This is an optimization exercise on Yosys and OpenROAD, whose aim is small area and a short achievable clock period, not a production implementation.
Function was checked by simulation only, so behaviour that the tests miss may differ from the original.
No activity file was given, so power comes from the tool's default toggle rates.

Setup of the reference run:
==> flow/design.v <==
package rv_isa_pkg;
    localparam int XLEN       = 32;
    localparam int REG_ADDR_W = 5;
    localparam int SHAMT_W    = 5;
    localparam int ALT_BIT    = 30;
    typedef logic [XLEN-1:0]       word_t;
    typedef logic [REG_ADDR_W-1:0] reg_addr_t;
    typedef logic [31:0]           inst_t;
    typedef logic [2:0]            funct3_t;
    typedef enum logic [6:0] {
        OP_IMM = 7'b0010011,   
        OP     = 7'b0110011,   
        LOAD   = 7'b0000011,
        STORE  = 7'b0100011,
        BRANCH = 7'b1100011,
        JAL    = 7'b1101111,
        JALR   = 7'b1100111,
        LUI    = 7'b0110111,
        AUIPC  = 7'b0010111
    } opcode_e;
    typedef enum logic [2:0] {
        ADD_SUB = 3'b000,
        SLL     = 3'b001,
        SLT     = 3'b010,
        SLTU    = 3'b011,
        XOR     = 3'b100,
        SR      = 3'b101,   
        OR      = 3'b110,
        AND     = 3'b111
    } funct3_alu_e;
    typedef enum logic [2:0] {
        BEQ  = 3'b000,
        BNE  = 3'b001,
        BLT  = 3'b100,
        BGE  = 3'b101,
        BLTU = 3'b110,
        BGEU = 3'b111
    } funct3_br_e;
endpackage
package ex_pkg;
    typedef enum logic [3:0] {
        ALU_ADD,
        ALU_SUB,
        ALU_SLL,
        ALU_SLT,
        ALU_SLTU,
        ALU_XOR,
        ALU_SRL,
        ALU_SRA,
        ALU_OR,
        ALU_AND
    } alu_op_e;
    typedef enum logic [2:0] {
        CLS_NONE,     
        CLS_ALU,      
        CLS_LOAD,
        CLS_STORE,
        CLS_BRANCH,
        CLS_JUMP      
    } inst_class_e;
endpackage
module ex_stage (
    input  logic        clk,
    input  logic        rst_i,
    input  logic [31:0] inst_i,
    input  logic [31:0] pc_i,
    input  logic [31:0] rs1_data_i,
    input  logic [31:0] rs2_data_i,
    input  logic        reg_w_en_i,
    input  logic [4:0]  reg_w_addr_i,
    output logic        reg_w_en_o,
    output logic [4:0]  reg_w_addr_o,
    output logic [31:0] reg_w_data_o,
    output logic        mem_r_en_o,
    output logic        mem_w_en_o,
    output logic [31:0] mem_addr_o,
    output logic [31:0] mem_w_data_o,
    output logic [2:0]  mem_funct3_o,
    output logic        jump_flag_o,
    output logic [31:0] jump_addr_o
);
    logic [6:0] opc;
    logic [2:0] f3;
    logic       alt, s31, nrst;
    logic       is_opimm, is_op, is_load, is_store, is_branch;
    logic       is_jal, is_jalr, is_lui, is_auipc, is_alu;
    assign opc  = inst_i[6:0];
    assign f3   = inst_i[14:12];
    assign alt  = inst_i[30];
    assign s31  = inst_i[31];
    assign nrst = ~rst_i;
    assign is_opimm  = opc == 7'b0010011;
    assign is_op     = opc == 7'b0110011;
    assign is_load   = opc == 7'b0000011;
    assign is_store  = opc == 7'b0100011;
    assign is_branch = opc == 7'b1100011;
    assign is_jal    = opc == 7'b1101111;
    assign is_jalr   = opc == 7'b1100111;
    assign is_lui    = opc == 7'b0110111;
    assign is_auipc  = opc == 7'b0010111;
    assign is_alu    = is_op | is_opimm;
    logic [31:0] a_b, a_bx, a_p, a_g, a_sum;
    logic        use_rs2, use_s, a_inv, a_cout;
    assign use_rs2 = inst_i[5] & (inst_i[4] | inst_i[6]) & ~inst_i[2];
    assign use_s   = inst_i[5] & ~inst_i[4] & ~inst_i[6];
    always_comb begin
        if (use_rs2)    a_b = rs2_data_i;
        else if (use_s) a_b = {{20{s31}}, inst_i[31:25], inst_i[11:7]};
        else            a_b = {{20{s31}}, inst_i[31:20]};
    end
    assign a_inv = (inst_i[6] & ~inst_i[2]) |
                   (~inst_i[6] & inst_i[4] & ((f3[2:1] == 2'b01) | (inst_i[5] & (f3 == 3'b000) & alt)));
    assign a_bx = a_b ^ {32{a_inv}};
    assign a_p  = rs1_data_i ^ a_bx;
    assign a_g  = rs1_data_i & a_bx;
    logic [31:0] a_gg, a_pp;
    always_comb begin
        a_gg    = a_g;
        a_pp    = a_p;
        a_gg[0] = a_g[0] | (a_p[0] & a_inv);
        for (int l = 0; l < 5; l++) begin
            for (int i = 0; i < 32; i++) begin
                if (((i >> l) & 1) == 1) begin
                    a_gg[i] = a_gg[i] | (a_pp[i] & a_gg[((i >> l) << l) - 1]);
                    a_pp[i] = a_pp[i] & a_pp[((i >> l) << l) - 1];
                end
            end
        end
    end
    assign a_sum  = a_p ^ {a_gg[30:0], a_inv};
    assign a_cout = a_gg[31];
    logic lt_u, lt_s, eq;
    assign lt_u = ~a_cout;
    assign lt_s = (rs1_data_i[31] ^ a_b[31]) ? rs1_data_i[31] : lt_u;
    assign eq   = &a_p;   
    logic cond;
    always_comb begin
        case (f3[2:1])
            2'b00:   cond = eq ^ f3[0];
            2'b10:   cond = lt_s ^ f3[0];
            2'b11:   cond = lt_u ^ f3[0];
            default: cond = 1'b0;
        endcase
    end
    logic [31:0] b_off, b_p, b_g, b_gg, b_pp, b_sum;
    always_comb begin
        if (inst_i[3])      b_off = {{12{s31}}, inst_i[19:12], inst_i[20], inst_i[30:21], 1'b0};
        else if (inst_i[2]) b_off = {inst_i[31:12], 12'b0};
        else                b_off = {{20{s31}}, inst_i[7], inst_i[30:25], inst_i[11:8], 1'b0};
    end
    assign b_p = pc_i ^ b_off;
    assign b_g = pc_i & b_off;
    always_comb begin
        b_gg = b_g;
        b_pp = b_p;
        for (int l = 1; l < 32; l = l * 2) begin
            for (int i = 2 * l - 1; i < 32; i = i + 2 * l) begin
                b_gg[i] = b_gg[i] | (b_pp[i] & b_gg[i - l]);
                b_pp[i] = b_pp[i] & b_pp[i - l];
            end
        end
        for (int l = 8; l >= 1; l = l / 2) begin
            for (int i = 3 * l - 1; i < 32; i = i + 2 * l) begin
                b_gg[i] = b_gg[i] | (b_pp[i] & b_gg[i - l]);
                b_pp[i] = b_pp[i] & b_pp[i - l];
            end
        end
    end
    assign b_sum = b_p ^ {b_gg[30:0], 1'b0};
    logic [31:0] link;
    assign link = {pc_i[31:2] + 30'd1, pc_i[1:0]};
    logic [4:0]  shamt;
    logic [31:0] sh;
    logic        sll, fill;
    assign shamt = inst_i[5] ? rs2_data_i[4:0] : inst_i[24:20];
    assign sll   = ~f3[2];
    assign fill  = f3[2] & alt & rs1_data_i[31];
    always_comb begin
        for (int k = 0; k < 32; k++) sh[k] = sll ? rs1_data_i[31-k] : rs1_data_i[k];
        for (int l = 4; l >= 0; l--) begin
            for (int k = 0; k < 32; k++) begin
                if (k + (1 << l) < 32) sh[k] = shamt[l] ? sh[k + (1 << l)] : sh[k];
                else                   sh[k] = shamt[l] ? fill : sh[k];
            end
        end
    end
    logic sel_add, sel_sll, sel_slt, sel_sltu, sel_xor, sel_sr, sel_or, sel_and;
    logic sel_link, sel_auipc, sel_lui;
    assign sel_add   = nrst & is_alu & (f3 == 3'b000);
    assign sel_sll   = nrst & is_alu & (f3 == 3'b001);
    assign sel_slt   = nrst & is_alu & (f3 == 3'b010);
    assign sel_sltu  = nrst & is_alu & (f3 == 3'b011);
    assign sel_xor   = nrst & is_alu & (f3 == 3'b100);
    assign sel_sr    = nrst & is_alu & (f3 == 3'b101);
    assign sel_or    = nrst & is_alu & (f3 == 3'b110);
    assign sel_and   = nrst & is_alu & (f3 == 3'b111);
    assign sel_link  = nrst & (is_jal | is_jalr);
    assign sel_auipc = nrst & is_auipc;
    assign sel_lui   = nrst & is_lui;
    logic [31:0] sh_rev, wb;
    always_comb begin
        for (int k = 0; k < 32; k++) sh_rev[k] = sh[31-k];
    end
    logic [31:0] wb_other;
    assign wb_other = ({32{sel_sll}}   & sh_rev) |
                      ({32{sel_sr}}    & sh) |
                      ({32{sel_xor}}   & a_p) |           
                      ({32{sel_or}}    & (a_p | a_g)) |   
                      ({32{sel_and}}   & a_g) |
                      ({32{sel_link}}  & link) |
                      ({32{sel_auipc}} & b_sum) |
                      ({32{sel_lui}}   & {inst_i[31:12], 12'b0});
    assign wb = ({32{sel_add}} & a_sum) | wb_other |
                {31'd0, (sel_slt & lt_s) | (sel_sltu & lt_u)};
    logic sel_mem, sel_jalr, sel_tgt;
    assign sel_mem  = nrst & (is_load | is_store);
    assign sel_jalr = nrst & is_jalr;
    assign sel_tgt  = nrst & (is_branch | is_jal);
    always_ff @(posedge clk) begin
        reg_w_en_o   <= nrst & reg_w_en_i;
        reg_w_addr_o <= {5{nrst}} & reg_w_addr_i;
        reg_w_data_o <= wb;
        mem_r_en_o   <= nrst & is_load;
        mem_w_en_o   <= nrst & is_store;
        mem_addr_o   <= {32{sel_mem}} & a_sum;
        mem_w_data_o <= {32{nrst & is_store}} & rs2_data_i;
        mem_funct3_o <= {3{nrst}} & f3;
        jump_flag_o  <= nrst & ((is_branch & cond) | is_jal | is_jalr);
        jump_addr_o  <= ({32{sel_jalr}} & a_sum) | ({32{sel_tgt}} & b_sum);
    end
endmodule
==> flow/config.mk <==
export PLATFORM = sky130hd
export DESIGN_NAME = ex_stage
export DESIGN_NICKNAME = ex_stage
export VERILOG_FILES = /design/flow/design.v
export SDC_FILE = /design/flow/constraint.sdc
export NUM_CORES = 4
export LEC_CHECK = 0
export ABC_AREA = 1
export CAP_MARGIN = 20
export CORE_MARGIN = 2
export CORE_UTILIZATION = 40
export PLACE_DENSITY = 0.55
export SETUP_SLACK_MARGIN = 3.0
export SLEW_MARGIN = 20
==> flow/constraint.sdc <==
create_clock -name core_clock -period 7.0 [get_ports {clk}]
set_input_delay 1.4000 -clock core_clock [delete_from_list [all_inputs] [get_ports {clk}]]
set_output_delay 1.4000 -clock core_clock [all_outputs]
set_load 0.01 [all_outputs]
standard.sh (not shown) runs the stock make flow with config.mk's settings and CLKGATE_MAP_FILE= SYNTH_SCRIPT=/design/flow/synth_recipe.tcl, a recipe that flattens the netlist after the stock synthesis.
==> flow/flow/run.sh <==
#!/bin/bash
# Standard ORFS layout with two changes:
#  - synthesis does not extract full and half adder cells (ADDER_MAP_FILE
#    empty), so ABC maps the adders' XOR and carry logic itself;
#  - port buffers are plain buf_2 cells on the inputs and buf_1 cells on the
#    outputs instead of the delay buffer that buffer_ports picks by default.
# The make output goes to standard_flow.log; ORFS keeps each step's log under
# orfs/logs.
set -euo pipefail
export ADDER_MAP_FILE=
export PRE_GLOBAL_PLACE_TCL="$PWD/flow/ports.tcl"
bash standard.sh > standard_flow.log 2>&1
==> flow/flow/ports.tcl <==
# global_place.tcl calls buffer_ports once with one cell for every port; buffer
# the inputs and the outputs with their own cells instead.
rename buffer_ports orfs_buffer_ports
proc buffer_ports { args } {
  orfs_buffer_ports -inputs -buffer_cell sky130_fd_sc_hd__buf_2
  orfs_buffer_ports -outputs -buffer_cell sky130_fd_sc_hd__buf_1
}
Setup changes, the reference run to the trial run
--- a/flow/design.v
+++ b/flow/design.v
@@ -100,18 +100,20 @@
     assign is_auipc  = opc == 7'b0010111;
     assign is_alu    = is_op | is_opimm;
-    logic [31:0] a_b, a_bx, a_p, a_g, a_sum;
+    logic [31:0] a_a, a_b, a_bx, a_p, a_g, a_sum;
     logic        use_rs2, use_s, a_inv, a_cout;
+    assign a_a     = inst_i[3] ? pc_i : rs1_data_i;   
     assign use_rs2 = inst_i[5] & (inst_i[4] | inst_i[6]) & ~inst_i[2];
     assign use_s   = inst_i[5] & ~inst_i[4] & ~inst_i[6];
     always_comb begin
-        if (use_rs2)    a_b = rs2_data_i;
-        else if (use_s) a_b = {{20{s31}}, inst_i[31:25], inst_i[11:7]};
-        else            a_b = {{20{s31}}, inst_i[31:20]};
+        if (use_rs2)        a_b = rs2_data_i;
+        else if (use_s)     a_b = {{20{s31}}, inst_i[31:25], inst_i[11:7]};
+        else if (inst_i[3]) a_b = {{12{s31}}, inst_i[19:12], inst_i[20], inst_i[30:21], 1'b0};
+        else                a_b = {{20{s31}}, inst_i[31:20]};
     end
     assign a_inv = (inst_i[6] & ~inst_i[2]) |
                    (~inst_i[6] & inst_i[4] & ((f3[2:1] == 2'b01) | (inst_i[5] & (f3 == 3'b000) & alt)));
     assign a_bx = a_b ^ {32{a_inv}};
-    assign a_p  = rs1_data_i ^ a_bx;
-    assign a_g  = rs1_data_i & a_bx;
+    assign a_p  = a_a ^ a_bx;
+    assign a_g  = a_a & a_bx;
     logic [31:0] a_gg, a_pp;
     always_comb begin
@@ -145,7 +147,7 @@
     logic [31:0] b_off, b_p, b_g, b_gg, b_pp, b_sum;
     always_comb begin
-        if (inst_i[3])      b_off = {{12{s31}}, inst_i[19:12], inst_i[20], inst_i[30:21], 1'b0};
-        else if (inst_i[2]) b_off = {inst_i[31:12], 12'b0};
-        else                b_off = {{20{s31}}, inst_i[7], inst_i[30:25], inst_i[11:8], 1'b0};
+        if (~inst_i[2])     b_off = {{20{s31}}, inst_i[7], inst_i[30:25], inst_i[11:8], 1'b0};
+        else if (inst_i[6]) b_off = 32'd4;   
+        else                b_off = {inst_i[31:12], 12'b0};
     end
     assign b_p = pc_i ^ b_off;
@@ -168,6 +170,4 @@
     end
     assign b_sum = b_p ^ {b_gg[30:0], 1'b0};
-    logic [31:0] link;
-    assign link = {pc_i[31:2] + 30'd1, pc_i[1:0]};
     logic [4:0]  shamt;
     logic [31:0] sh;
@@ -186,5 +186,5 @@
     end
     logic sel_add, sel_sll, sel_slt, sel_sltu, sel_xor, sel_sr, sel_or, sel_and;
-    logic sel_link, sel_auipc, sel_lui;
+    logic sel_b, sel_lui;
     assign sel_add   = nrst & is_alu & (f3 == 3'b000);
     assign sel_sll   = nrst & is_alu & (f3 == 3'b001);
@@ -195,7 +195,9 @@
     assign sel_or    = nrst & is_alu & (f3 == 3'b110);
     assign sel_and   = nrst & is_alu & (f3 == 3'b111);
-    assign sel_link  = nrst & (is_jal | is_jalr);
-    assign sel_auipc = nrst & is_auipc;
+    assign sel_b     = nrst & (is_auipc | is_jal | is_jalr);
     assign sel_lui   = nrst & is_lui;
+    logic sel_p, sel_g;
+    assign sel_p = sel_xor | sel_or;
+    assign sel_g = sel_or | sel_and;
     logic [31:0] sh_rev, wb;
     always_comb begin
@@ -205,16 +207,14 @@
     assign wb_other = ({32{sel_sll}}   & sh_rev) |
                       ({32{sel_sr}}    & sh) |
-                      ({32{sel_xor}}   & a_p) |           
-                      ({32{sel_or}}    & (a_p | a_g)) |   
-                      ({32{sel_and}}   & a_g) |
-                      ({32{sel_link}}  & link) |
-                      ({32{sel_auipc}} & b_sum) |
+                      ({32{sel_p}}     & a_p) |   
+                      ({32{sel_g}}     & a_g) |   
+                      ({32{sel_b}}     & b_sum) |
                       ({32{sel_lui}}   & {inst_i[31:12], 12'b0});
     assign wb = ({32{sel_add}} & a_sum) | wb_other |
                 {31'd0, (sel_slt & lt_s) | (sel_sltu & lt_u)};
-    logic sel_mem, sel_jalr, sel_tgt;
+    logic sel_mem, sel_jump, sel_br;
     assign sel_mem  = nrst & (is_load | is_store);
-    assign sel_jalr = nrst & is_jalr;
-    assign sel_tgt  = nrst & (is_branch | is_jal);
+    assign sel_jump = nrst & (is_jal | is_jalr);
+    assign sel_br   = nrst & is_branch;
     always_ff @(posedge clk) begin
         reg_w_en_o   <= nrst & reg_w_en_i;
@@ -227,5 +227,5 @@
         mem_funct3_o <= {3{nrst}} & f3;
         jump_flag_o  <= nrst & ((is_branch & cond) | is_jal | is_jalr);
-        jump_addr_o  <= ({32{sel_jalr}} & a_sum) | ({32{sel_tgt}} & b_sum);
+        jump_addr_o  <= ({32{sel_jump}} & a_sum) | ({32{sel_br}} & b_sum);
     end
 endmodule
Results
- Area growth from synthesis to layout: the reference run vs the trial run — no meaningful difference
- The final layout from the trial run, which completed every stage, passed the timing, design-rule and antenna checks at the end of the flow.
- The reference run reached the end of the flow, and the finished layout is clean on the timing, design-rule and antenna checks.
- Count of vias placed by the detailed router: the trial run < the reference run
- Looking at global routing's busiest layer, the met2 result is from the reference run; the met1 one comes from the trial run.
- Die height: the reference run and the trial run compared, higher one is the reference run
- The reference run → the trial run: power spent charging and discharging nets increased 4.7%; number of ordinary and repair buffers in the finished layout held steady; combinational power shows an increase of about 3%.
- Taking the reference run as the reference, in the trial run via density per instance saw a decrease; area used by multi-input combinational logic decreased by about 5.5% relative to the old numbers; worst-case hold slack picked up an extra 0.018 ns.
- In the tables for the reference run and the trial run, routed length on met2 reads lower with the trial run.
- In the trial run the multi-input logic portion of the cell area turned out 1.2 points lower than in the reference run.
- Diff the reference run -> the trial run: complex-gate fraction of the synthesized area lower, final critical-path share of the clock period lower.

## separate check: timing with driven ports
How much do the figures lean on ideal ports? The routed layouts below were timed once more, with nothing changed but the port constraints. Step 1 sets driving cells, clkbuf_16 on the clock port and buf_2 on the other inputs (assumed; they add their load-dependent delay and slew). Step 2 moves the port delays by t, midway between the first and last clock arrival at a register: inputs arrive t later, outputs are due t later. That takes back most of the time a late clock gives input paths. Slacks: ideal ports / drivers / drivers and shift; pairs: ideal ports / drivers.
run	t (ns)	setup WS [ns]	latest minus earliest clock arrival (ns)
the reference run	0.518	2.895 / 2.911 / 2.394	0.027 / 0.027
the trial run	0.497	2.996 / 3.026 / 2.529	0.026 / 0.025
After both steps every run listed still meets setup and hold. For the reference run, which loses most, drivers alone change the setup slack by +0.016 ns; drivers and shift together by -0.501 ns.
